This design comes from an exercise in tuning for small area, a short achievable clock period and few clock cycles per item on the open sky130 flow, not from production work. At most, simulation tests tie the RTL to the original design; equivalence was not proved. Function not checked in run 2: the RTL went through the layout flow alone. Power and IR drop assume default switching activity.

## flow/design.v (module list and top-level ports; edited modules follow where they fit)
// module conv2d_stream: 1071 lines
module conv2d_stream #(
    parameter int DATA_W = 8,
    parameter int COEF_W = 8,
    parameter int IMG_W  = 8,
    parameter int IMG_H  = 8,
    parameter int ACC_W  = 20,
    parameter int SHIFT  = 4,
    parameter int OUT_W  = 16
) (
    input  logic              clk,
    input  logic              in_st,
    input  logic              coef_we,
    input  logic [3:0]        coef_addr,
    input  logic [COEF_W-1:0] coef_din,
    input  logic              pix_valid,
    output logic              pix_ready,
    input  logic [DATA_W-1:0] pix_din,
    output logic [OUT_W-1:0]  dout,
    output logic              out_st,
    input  logic              out_ready,
    output logic              frame_done
);
  // ...
==> flow/flow/run.sh <==
#!/bin/bash
# Standard ORFS layout, with one netlist step between synthesis and floorplan:
# flow/polfix.py re-chooses full-adder and AND/NAND polarities to drop inverters.
set -euo pipefail
R=orfs/results/${FLOW_PLATFORM:-sky130hd}/conv2d_stream/base
bash standard.sh synth > synth.log 2>&1
cp $R/1_2_yosys.v $R/1_2_yosys.orig.v
python3 flow/polfix.py $R/1_2_yosys.orig.v $R/1_2_yosys.pf.v > polfix.log 2>&1
cp $R/1_2_yosys.pf.v $R/1_2_yosys.v
touch $R/1_2_yosys.v
bash standard.sh finish > finish.log 2>&1
grep -c polinv_ $R/1_2_yosys.v >> polfix.log || true
==> flow/flow/polfix.py <==
#!/usr/bin/env python3
"""Re-choose the polarity of full adders and two-input AND/NAND gates in a mapped
sky130hd netlist so that fewer inverters are needed.

A full adder is self-dual: FA(~a, ~b, ~c) = (~sum, ~carry).  So any fa cell may be
fed complemented inputs if its consumers take its outputs complemented.  An and2
cell may become a nand2 (and back) the same way.  The netlist's inverters are taken
out, each signal is given the polarity that needs the fewest inverters, and one
inverter per signal is put back where a consumer still needs the other polarity.
Registers, ports and all other cells are left as they are.

usage: polfix.py IN.v OUT.v
"""
import re
import sys

INV_AREA = 3.7536
FLEX = {  # type -> (complement type, area)
    "sky130_fd_sc_hd__and2_1": ("sky130_fd_sc_hd__nand2_1", 6.256),
    "sky130_fd_sc_hd__and2_0": ("sky130_fd_sc_hd__nand2_1", 6.256),
    "sky130_fd_sc_hd__nand2_1": ("sky130_fd_sc_hd__and2_1", 3.7536),
}
FA_TYPES = {"sky130_fd_sc_hd__fa_1", "sky130_fd_sc_hd__fa_2", "sky130_fd_sc_hd__fa_4"}
INV_TYPES = {"sky130_fd_sc_hd__inv_1", "sky130_fd_sc_hd__inv_2", "sky130_fd_sc_hd__clkinv_1"}
OUT_PINS = {"X", "Y", "Q", "Q_N", "SUM", "COUT", "HI", "LO"}

src = open(sys.argv[1]).read()
mod_m = re.search(r"module\s+(\w+)\s*\((.*?)\);", src, re.S)
body_start = mod_m.end()
end_i = src.rindex("endmodule")

cell_re = re.compile(r"^\s*(sky130_fd_sc_hd__\w+)\s+(\S+)\s*\((.*?)\);", re.S | re.M)
pin_re = re.compile(r"\.(\w+)\(\s*(.*?)\s*\)\s*(?:,|$)", re.S)

cells = []
for m in cell_re.finditer(src, body_start, end_i):
    typ, name, body = m.group(1), m.group(2), m.group(3)
    pins = [(p, n.strip()) for p, n in pin_re.findall(body)]
    cells.append({"type": typ, "name": name, "pins": pins, "span": (m.start(), m.end())})

ports = set()
for m in re.finditer(r"^\s*(input|output|inout)\s+(?:wire\s+)?(\[[^\]]*\]\s*)?(\\\S+|\w+)", src[body_start:end_i], re.M):
    ports.add(m.group(3))


def port_of(net):
    b = net.split("[")[0].strip()
    return b in ports or net in ports


if re.search(r"^\s*assign\b", src[body_start:end_i], re.M):
    sys.exit("assign statements are not handled")

driver = {}
loads = {}
for ci, c in enumerate(cells):
    for p, n in c["pins"]:
        if p in OUT_PINS:
            driver[n] = (ci, p)
        else:
            loads.setdefault(n, []).append((ci, p))

# removable inverters: neither side touches a port
removable = set()
for ci, c in enumerate(cells):
    if c["type"] in INV_TYPES:
        d = dict(c["pins"])
        if not port_of(d["A"]) and not port_of(d["Y"]):
            removable.add(ci)


def root(n):
    p = 0
    seen = 0
    while n in driver and driver[n][0] in removable:
        ci = driver[n][0]
        n = dict(cells[ci]["pins"])["A"]
        p ^= 1
        seen += 1
        if seen > 1000:
            raise Exception("inverter loop")
    return n, p


# variables: fa cells and flexible gates; state 1 = output physically complemented
var = {}
for ci, c in enumerate(cells):
    if c["type"] in FA_TYPES or c["type"] in FLEX:
        var[ci] = 0

# consumers of each root: list of (cell index or None, pin, parity)
cons = {}
for ci, c in enumerate(cells):
    if ci in removable:
        continue
    for p, n in c["pins"]:
        if p in OUT_PINS:
            continue
        r, par = root(n)
        cons.setdefault(r, []).append((ci, p, par))
# output ports as consumers wanting the true value
for n in list(driver):
    if port_of(n):
        r, par = root(n)
        cons.setdefault(r, []).append((None, n, par))

roots = set(cons)
root_driver = {}
for r in roots:
    if r in driver:
        ci, p = driver[r]
        root_driver[r] = ci
# roots driven by a variable cell
roots_of_cell = {}
for r, ci in root_driver.items():
    if ci in var:
        roots_of_cell.setdefault(ci, []).append(r)
# roots consumed by each fa cell
fa_in_roots = {}
for r, lst in cons.items():
    for ci, p, par in lst:
        if ci is not None and ci in var and cells[ci]["type"] in FA_TYPES:
            fa_in_roots.setdefault(ci, set()).add(r)


def root_cost(r):
    ci = root_driver.get(r)
    d = var.get(ci, 0) if ci is not None else 0
    need = False
    for cj, p, par in cons[r]:
        want = par
        if cj is not None and cj in var and cells[cj]["type"] in FA_TYPES:
            want ^= var[cj]
        if want != d:
            need = True
            break
    cost = INV_AREA if need else 0.0
    if ci is not None and ci in var and cells[ci]["type"] in FLEX:
        typ = cells[ci]["type"]
        cost += FLEX[typ][1] if var[ci] == 0 else FLEX[FLEX[typ][0]][1]
    return cost


def touched(ci):
    s = set(roots_of_cell.get(ci, []))
    s |= fa_in_roots.get(ci, set())
    return s


def total():
    return sum(root_cost(r) for r in roots)


before = total()
import random
random.seed(1)
flex_in = {}  # fa cell -> flexible cells driving its input roots
for ci in var:
    if cells[ci]["type"] in FA_TYPES:
        fl = set()
        for r in fa_in_roots.get(ci, ()):
            d = root_driver.get(r)
            if d is not None and d in var and cells[d]["type"] in FLEX:
                fl.add(d)
        flex_in[ci] = fl


def move_cells(ci):
    return [ci] + sorted(flex_in.get(ci, ()))


def local_cost(cs):
    t = set()
    for c in cs:
        t |= touched(c)
    return t


varlist = list(var)
cur = before
T = 4.0
iters = 300000
for it in range(iters):
    T = 4.0 * (1 - it / iters) + 0.01
    ci = random.choice(varlist)
    cs = [ci]
    if ci in flex_in and random.random() < 0.7:
        cs = move_cells(ci)
    t = local_cost(cs)
    c0 = sum(root_cost(r) for r in t)
    for c in cs:
        var[c] ^= 1
    c1 = sum(root_cost(r) for r in t)
    dlt = c1 - c0
    if dlt <= 0 or random.random() < pow(2.718281828, -dlt / T):
        cur += dlt
    else:
        for c in cs:
            var[c] ^= 1
improved = True
passes = 0
while improved and passes < 50:
    improved = False
    passes += 1
    for ci in varlist:
        for cs in ([ci], move_cells(ci)):
            t = local_cost(cs)
            c0 = sum(root_cost(r) for r in t)
            for c in cs:
                var[c] ^= 1
            c1 = sum(root_cost(r) for r in t)
            if c1 < c0 - 1e-9:
                improved = True
            else:
                for c in cs:
                    var[c] ^= 1
after = total()
print(f"polfix: {len(removable)} inverters taken out; cost {before:.1f} -> {after:.1f} um2 "
      f"after {passes} passes; {sum(var.values())} cells flipped", file=sys.stderr)

# rewrite
new_inv = {}   # root -> inverter output net
new_cells_txt = []
k = 0


def pname(r):
    """Name of the net the driver of root r drives: renamed when it carries the complement."""
    ci = root_driver.get(r)
    d = var.get(ci, 0) if ci is not None else 0
    if not d:
        return r
    if r.startswith(chr(92)):
        return r + "_pn"
    return r + "_pn"


def phys(r, want):
    """Net carrying root r with polarity want (1 = complemented)."""
    global k
    ci = root_driver.get(r)
    d = var.get(ci, 0) if ci is not None else 0
    if want == d:
        return pname(r)
    if r not in new_inv:
        k += 1
        y = f"polinv_{k}_y"
        new_inv[r] = y
        new_cells_txt.append(f"  sky130_fd_sc_hd__inv_1 polinv_{k} (\n    .A({pname(r)}{' ' if r.startswith(chr(92)) else ''}),\n    .Y({y})\n  );\n")
    return new_inv[r]


repl = {}
renamed = set()
for ci, c in enumerate(cells):
    if ci in removable:
        repl[ci] = ""
        continue
    typ = c["type"]
    if ci in var and typ in FLEX and var[ci]:
        typ = FLEX[typ][0]
    pins = []
    for p, n in c["pins"]:
        if p in OUT_PINS:
            if typ != c["type"]:
                p = "Y" if typ.startswith("sky130_fd_sc_hd__nand") else "X"
            if n in roots and pname(n) != n:
                renamed.add(pname(n))
                n = pname(n)
            pins.append((p, n))
        else:
            r, par = root(n)
            want = par
            if ci in var and c["type"] in FA_TYPES:
                want ^= var[ci]
            pins.append((p, phys(r, want)))
    txt = f"  {typ} {c['name']} (\n" + ",\n".join(f"    .{p}({n}{' ' if n.startswith(chr(92)) else ''})" for p, n in pins) + "\n  );"
    repl[ci] = txt

# output ports driven through removed inverters are not possible (ports excluded), but a port
# net that is a root consumer with parity must still be satisfied
for r, lst in cons.items():
    for cj, n, par in lst:
        if cj is None:
            ci = root_driver.get(r)
            d = var.get(ci, 0) if ci is not None else 0
            if n != r or par != d:
                sys.exit(f"port net {n} would change polarity")

out = []
pos = 0
for ci, c in enumerate(cells):
    a, b = c["span"]
    out.append(src[pos:a])
    out.append(("\n" if repl[ci] else "") + repl[ci])
    pos = b
tail = src[pos:]
decl = "".join(f"  wire {y};\n" for y in new_inv.values())
decl += "".join(f"  wire {y}{' ' if y.startswith(chr(92)) else ''};\n" for y in sorted(renamed))
out.append("\n" + "".join(new_cells_txt))
res = "".join(out) + tail
# declare the new wires right after the module header
res = res[:body_start] + "\n" + decl + res[body_start:]
open(sys.argv[2], "w").write(res)
==> flow/standard.sh <==
#!/bin/bash
# synth_recipe.tcl (not shown) runs the flow's synth.tcl, then flattens the netlist and writes it again
# the make line also repeats each setting of config.mk as NAME=value (left out here)
make -C /OpenROAD-flow-scripts/flow DESIGN_CONFIG=/design/flow/config.mk WORK_HOME=/design/flow/orfs CLKGATE_MAP_FILE= SYNTH_SCRIPT=/design/flow/synth_recipe.tcl "${@:-finish}"
==> flow/config.mk <==
export PLATFORM = sky130hd
export DESIGN_NAME = conv2d_stream
export DESIGN_NICKNAME = conv2d_stream
export VERILOG_FILES = /design/flow/design.v
export SDC_FILE = /design/flow/constraint.sdc
export NUM_CORES = 4
export LEC_CHECK = 0
export CAP_MARGIN = 20
export CORE_MARGIN = 2
export CORE_UTILIZATION = 60
export CTS_CLUSTER_DIAMETER = 100
export CTS_CLUSTER_SIZE = 24
export PLACE_DENSITY = 0.7
export SETUP_SLACK_MARGIN = 4.0
export SLEW_MARGIN = 20
==> flow/constraint.sdc <==
create_clock -name core_clock -period 6.5 [get_ports {clk}]
set_input_delay 1.3000 -clock core_clock [delete_from_list [all_inputs] [get_ports {clk}]]
set_output_delay 1.3000 -clock core_clock [all_outputs]
set_load 0.01 [all_outputs]
==> impl_metrics.csv, run 1 <==
group,metric,value,unit
timing,slew_violations,0,
power,p_clk_share,25.1,%
timing,finalSetupTns,0,ns
status,status,"complete, no violations",
route,drtIter0Drc,1515,
route,avgViaCountPerCell,5.96,
yosys,synth_area,31400,um^2
clock_network,clock_path_buffers,3,
timing,fin_crit_sh,38.3,%
timing,relSlewSlack,25.1,%
power,p_total,8090,uW
cells_and_area,largest_reg_flops,144,
power,p_clk,2030,uW
clock_network,cts-root-buf,"clkbuf_16",
grt,grt_max_degree,67,
power,comb-power,1700,uW
place,dp_slack,2.69,ns
setup_path,crit_arrival,3.00,ns
cells_and_area,post-route-util,67.4,%
setup_path,crit_start,"r1_737",
power,power_density,233,nW/um^2
route,first_pass_iters,6,
power,p_switching,2330,uW
power,maxPowerGroup,"registers",
floorplan,ios,44,
setup_path,r2r-end,"r2_1200",
clock_network,cts_setup_buffers,83,
setup_path,cp-endpoint,"r2_1200",
Testbench counts, summed over its fixed seeds: cycles 16,512, items 9,216.
==> run 2, diff against run 1 <==
--- a/flow/design.v
+++ b/flow/design.v
@@ -16,18 +16,18 @@
     output logic              pix_ready,
     input  logic [DATA_W-1:0] pix_din,
     output logic [OUT_W-1:0]  dout,
     output logic              out_st,
     input  logic              out_ready,
     output logic              frame_done
 );
     localparam logic [71:0] K_DEF = 72'h01_02_01_02_04_02_01_02_01;
-    localparam int NQ  = 4;           
-    localparam int CAP = NQ + 1;         
+    localparam int NQ  = 3;           
+    localparam int CAP = NQ + 2;         
     localparam int NS  = 4;           
     localparam int CW  = $clog2(CAP + 1);
     localparam int QW  = (NQ > 1) ? $clog2(NQ) : 1;
     logic [2:0]   col_q, row_q;
     logic         ready_q;
     logic [CW-1:0] cnt_q, cnt_d;
     logic         accept, win, lastpix, pop;
     logic [17:0][7:0] sr_q;
@@ -973,62 +973,72 @@
         r2_1243 <= s1065;
         r2_1244 <= c1182;
         r2_1245 <= s1183;
         r2_1246 <= r1_859;
         r2_1247 <= c1184;
         r2_1248 <= c1140;
         r2_1249 <= s1141;
         r2_1250 <= c1142;
-        r3_1330 <= s1251;
-        r3_1331 <= nc1329;
-        r3_1332 <= s1285;
-        r3_1333 <= s1305;
-        r3_1334 <= s1255;
-        r3_1335 <= c1306;
-        r3_1336 <= s1307;
-        r3_1337 <= c1308;
-        r3_1338 <= s1309;
-        r3_1339 <= c1310;
-        r3_1340 <= s1311;
-        r3_1341 <= c1312;
-        r3_1342 <= s1313;
-        r3_1343 <= c1314;
-        r3_1344 <= s1315;
-        r3_1345 <= c1316;
-        r3_1346 <= s1317;
-        r3_1347 <= c1318;
-        r3_1348 <= s1319;
-        r3_1349 <= c1320;
-        r3_1350 <= s1321;
-        r3_1351 <= c1322;
-        r3_1352 <= s1323;
-        r3_1353 <= c1324;
-        r3_1354 <= s1325;
-        r3_1355 <= c1326;
-        r3_1356 <= s1327;
-        r3_1357 <= c1328;
+    end
+    logic hold3;
+    assign hold3 = v_q[2] && (qn_q == CW'(NQ));
+    always_ff @(posedge clk) begin
+        if (!hold3) begin
+            r3_1330 <= s1251;
+            r3_1331 <= nc1329;
+            r3_1332 <= s1285;
+            r3_1333 <= s1305;
+            r3_1334 <= s1255;
+            r3_1335 <= c1306;
+            r3_1336 <= s1307;
+            r3_1337 <= c1308;
+            r3_1338 <= s1309;
+            r3_1339 <= c1310;
+            r3_1340 <= s1311;
+            r3_1341 <= c1312;
+            r3_1342 <= s1313;
+            r3_1343 <= c1314;
+            r3_1344 <= s1315;
+            r3_1345 <= c1316;
+            r3_1346 <= s1317;
+            r3_1347 <= c1318;
+            r3_1348 <= s1319;
+            r3_1349 <= c1320;
+            r3_1350 <= s1321;
+            r3_1351 <= c1322;
+            r3_1352 <= s1323;
+            r3_1353 <= c1324;
+            r3_1354 <= s1325;
+            r3_1355 <= c1326;
+            r3_1356 <= s1327;
+            r3_1357 <= c1328;
+        end
     end
     always_ff @(posedge clk) begin
         if (in_st) begin
             v_q[2:1] <= '0;
             l_q[2:1] <= '0;
         end else begin
-            v_q[2:1] <= v_q[1:0];
-            l_q[2:1] <= l_q[1:0];
+            v_q[1:1] <= v_q[0:0];
+            l_q[1:1] <= l_q[0:0];
+            if (!hold3) begin
+                v_q[2] <= v_q[1];
+                l_q[2] <= l_q[1];
+            end
         end
     end
     logic [ACC_W-1:0] na, nb, sum;
     assign na = {1'b1, r3_1357, r3_1355, r3_1353, r3_1351, r3_1349, r3_1347, r3_1345, r3_1343, r3_1341, r3_1339, r3_1337, r3_1335, r3_1333, r3_1332, r3_1330, 1'b1, 1'b1, 1'b1, 1'b1};
     assign nb = {1'b1, 1'b1, r3_1356, r3_1354, r3_1352, r3_1350, r3_1348, r3_1346, r3_1344, r3_1342, r3_1340, r3_1338, r3_1336, r3_1334, 1'b1, r3_1331, 1'b1, 1'b1, 1'b1, 1'b1};
     assign sum = (~na) + (~nb);
     logic [OUT_W-1:0] res;
     logic             res_v, res_l;
     assign res   = sum[SHIFT +: OUT_W];    
-    assign res_v = v_q[2];
+    assign res_v = v_q[2] && !hold3;
     assign res_l = l_q[2];
     logic [OUT_W-1:0] hd_q;
     logic             hv_q, hl_q, fd_q;
     logic [NQ-1:0][OUT_W-1:0] qd_q;
     logic [NQ-1:0]    ql_q;
     logic [QW-1:0]    rp_q, wp_q;
     logic [CW-1:0]    qn_q;
     logic             head_free, load, from_q;
==> impl_metrics.csv, run 2 <==
group,metric,value,unit
route,first_pass_iters,5,
setup_path,crit_path_start_kind,"flip-flop",
cells_and_area,top_register,"sr_q",
timing,fmax,393,MHz
clock_network,cts-root-buf,"clkbuf_16",
setup_path,worstPathRequired,7.00,ns
floorplan,die_h,232,um
timing,worstMarginPinSlew,1.14,ns
clock_network,cts.sink_count,579,
timing,rsz0062_at_grt,"true",
power,p_total,9220,uW
cells_and_area,regArea,14100,um^2
setup_path,crit_family,"adder cells",
timing,period_needed,2.55,ns
place,io_buffers,43,
place,dp_cells,3035,
floorplan,die_area,53600,um^2
setup_path,crit_type,"flip-flop to flip-flop",
cells_and_area,final_common_cell,"nand2_1",
cells_and_area,multi_input_area,16600,um^2
grt,grt_max_degree,101,
timing,whs,0.335,ns
floorplan,core_area,51200,um^2
route,routedWlPerCell,24.4,um
flow_run,cap_violations,0,
timing,relSlewSlack,24.1,%
clock_network,clock_path_buffers,3,
timing,finalSetupViolCount,0,
timing,finalSetupTns,0,ns
route,drtIter0Drc,1534,
floorplan,start_util,60.7,%
power,max-vdd-ir-drop,0.000205,V
clock_network,tritoncts,"built",
grt,grt_use_total,30.3,%
setup_path,endpoint_kind,"flip-flop",
place,hpwl,58600,um
route,routed_wl,77800,um
cells_and_area,final_cell_mix,"614 x nand2_1, 529 x fa_1, 281 x dfxtp_1, 239 x edfxtp_1, 115 x inv_1",
yosys,synth_area,31100,um^2
yosys,ys_warn_count,1,
route,drc,0,
power,power_density,269,nW/um^2
grt,overflow,0,
setup_path,crit_arrival,3.04,ns
cells_and_area,num-fill-cells,3682,
timing,fin_crit_sh,39.2,%
clock_network,cts_max_level,1,
grt,antenna_found_initial,0,
setup_path,slowest_stage,"fa_1",
timing,finClkSkew,0.0269,ns
setup_path,cp_cell_sequence,"buf_2 -> nand2_1 -> fa_1 -> fa_1 -> fa_1",
cells_and_area,layout.nets,3099,
cells_and_area,stdcell_count,3196,
setup_path,cpMostUsedCell,"fa_1",
cells_and_area,largest_reg_flops,144,
yosys,syn_nets,2966,
timing,hold_viol_final,0,
clock_network,insertion_delay,0.63,ns
route,ant_nets,0,
cells_and_area,areaGrowthSynthToFinish,10.4,%
power,leakage,0.0105,uW
setup_path,path_max_fanout,6,
clock_network,numCtsBuffers,28,
clock_network,path_clk_slew,0.09,ns
route,num_vias,18800,
cells_and_area,post-route-util,67.0,%
clock_network,cts_hold_buf,0,
grt,grt_pass1_vias,20600,
yosys,syn_avg_cell_area,13.1,um^2
setup_path,cp_slowest_stage_delay,0.59,ns
setup_path,crit_buf_inv,1,
status,status,"complete, no violations",
floorplan,ios,44,
floorplan,die_x,232,um
cells_and_area,diodes,0,
floorplan,num_rows,83,
route,avgViaCountPerCell,5.88,
cells_and_area,reg_top3,"sr_q x144, coef_q x72, qd_q x48",
min_path,hp-class,"flip-flop to flip-flop",
timing,slew_violations,0,
place,gp_congestion,0.940,
grt,grt_pass1_wl,120000,um
cells_and_area,drive_gt1_share,11.3,%
yosys,netlist_instances,2364,
-- run 2: cell type report --
cell class | instances | share of cell area, %
multi-input combinational | 1608 | 48.4
sequential | 579 | 41.0
timing repair buffer | 163 | 4.34
tap | 680 | 2.48
clock buffer | 46 | 2.24
inverter | 117 | 1.37
clock inverter | 3 | 0.113
-- run 2: through the flow --
| stage | cell area (um^2) | worst slack [ns] |
|---|---|---|
| finish | 34300 | 3.95 |
| detailed placement | 32200 | 2.52 |
| global route | 34300 | 3.90 |
| global placement | 32200 | 2.77 |
| CTS | 33900 | 3.93 |
| floorplan | 31100 | 2.34 |
-- run 2: path summary, 6_finish.rpt --
path | to | cells past startpoint | slack [ns] | startpoint
min reg2reg | r2_1246 | 0 | 0.33 | r1_859
max reg2reg | r1_744 | 5 | 3.95 | sr_q[133]
max | r1_744 | 5 | 3.95 | sr_q[133]
min | r2_1246 | 0 | 0.33 | r1_859
-- run 2: power by group --
| part | total, uW | internal, uW | switching [uW] |
|---|---|---|---|
| clock | 1990 | 824 | 1170 |
| combinational | 2600 | 1130 | 1470 |
| sequential | 4620 | 4380 | 246 |
-- run 2: worst reg2reg max path, delay by kind of cell (launching register included) --
family	cells	cell delay, ns
adder cells (fa/ha/maj)	3	1.58
flip-flops	1	0.52
buffers and inverters	1	0.25
AND/OR/NAND/NOR	1	0.10
-- run 2: what timing repair did --
item / CTS / global route
endpoints found under the hold margin: 0 / 0
endpoints found under the setup margin: 346 / 176
pin swaps: 16 / 21
resized for setup: 133 / 59
setup buffers: 74 / 38
-- run 2: metal layers --
metal	track usage [%]	wire length [um]	share of wire, %	vias up
li1	-	-	-	7883
met1	39.8	30200	39	9931
met2	51.7	38900	50	778
met3	4.76	5700	7.3	201
met4	10.3	2960	3.8	0
met5	0	0	0	-

## separate check: timing with driven ports
The flow's constraints put no driver on any port. The routed layouts listed below were extracted and timed again, unchanged, in two steps. Step 1 (the two cells are an assumption about what drives the block):
set clk [get_ports {clk}]
set_driving_cell -lib_cell sky130_fd_sc_hd__clkbuf_16 $clk
set_driving_cell -lib_cell sky130_fd_sc_hd__buf_2 [delete_from_list [all_inputs] $clk]
Step 2 also shifts input and output timing later by t, the mid clock arrival at the registers, as if the neighbouring blocks saw the same clock. a / b / c = ideal ports / drivers / drivers and shift; a / b = the first two.
run	t (ns)	setup slack, ns	worst data-port slew with drivers (ns)
run 1	0.669	4.009 / 3.986 / 3.476	0.04
run 2	0.674	3.953 / 3.953 / 3.396	0.04
After both steps setup and hold are still met in every run listed. For run 2, which loses most, drivers alone change the setup slack by 0.000 ns; drivers and shift together by -0.557 ns.
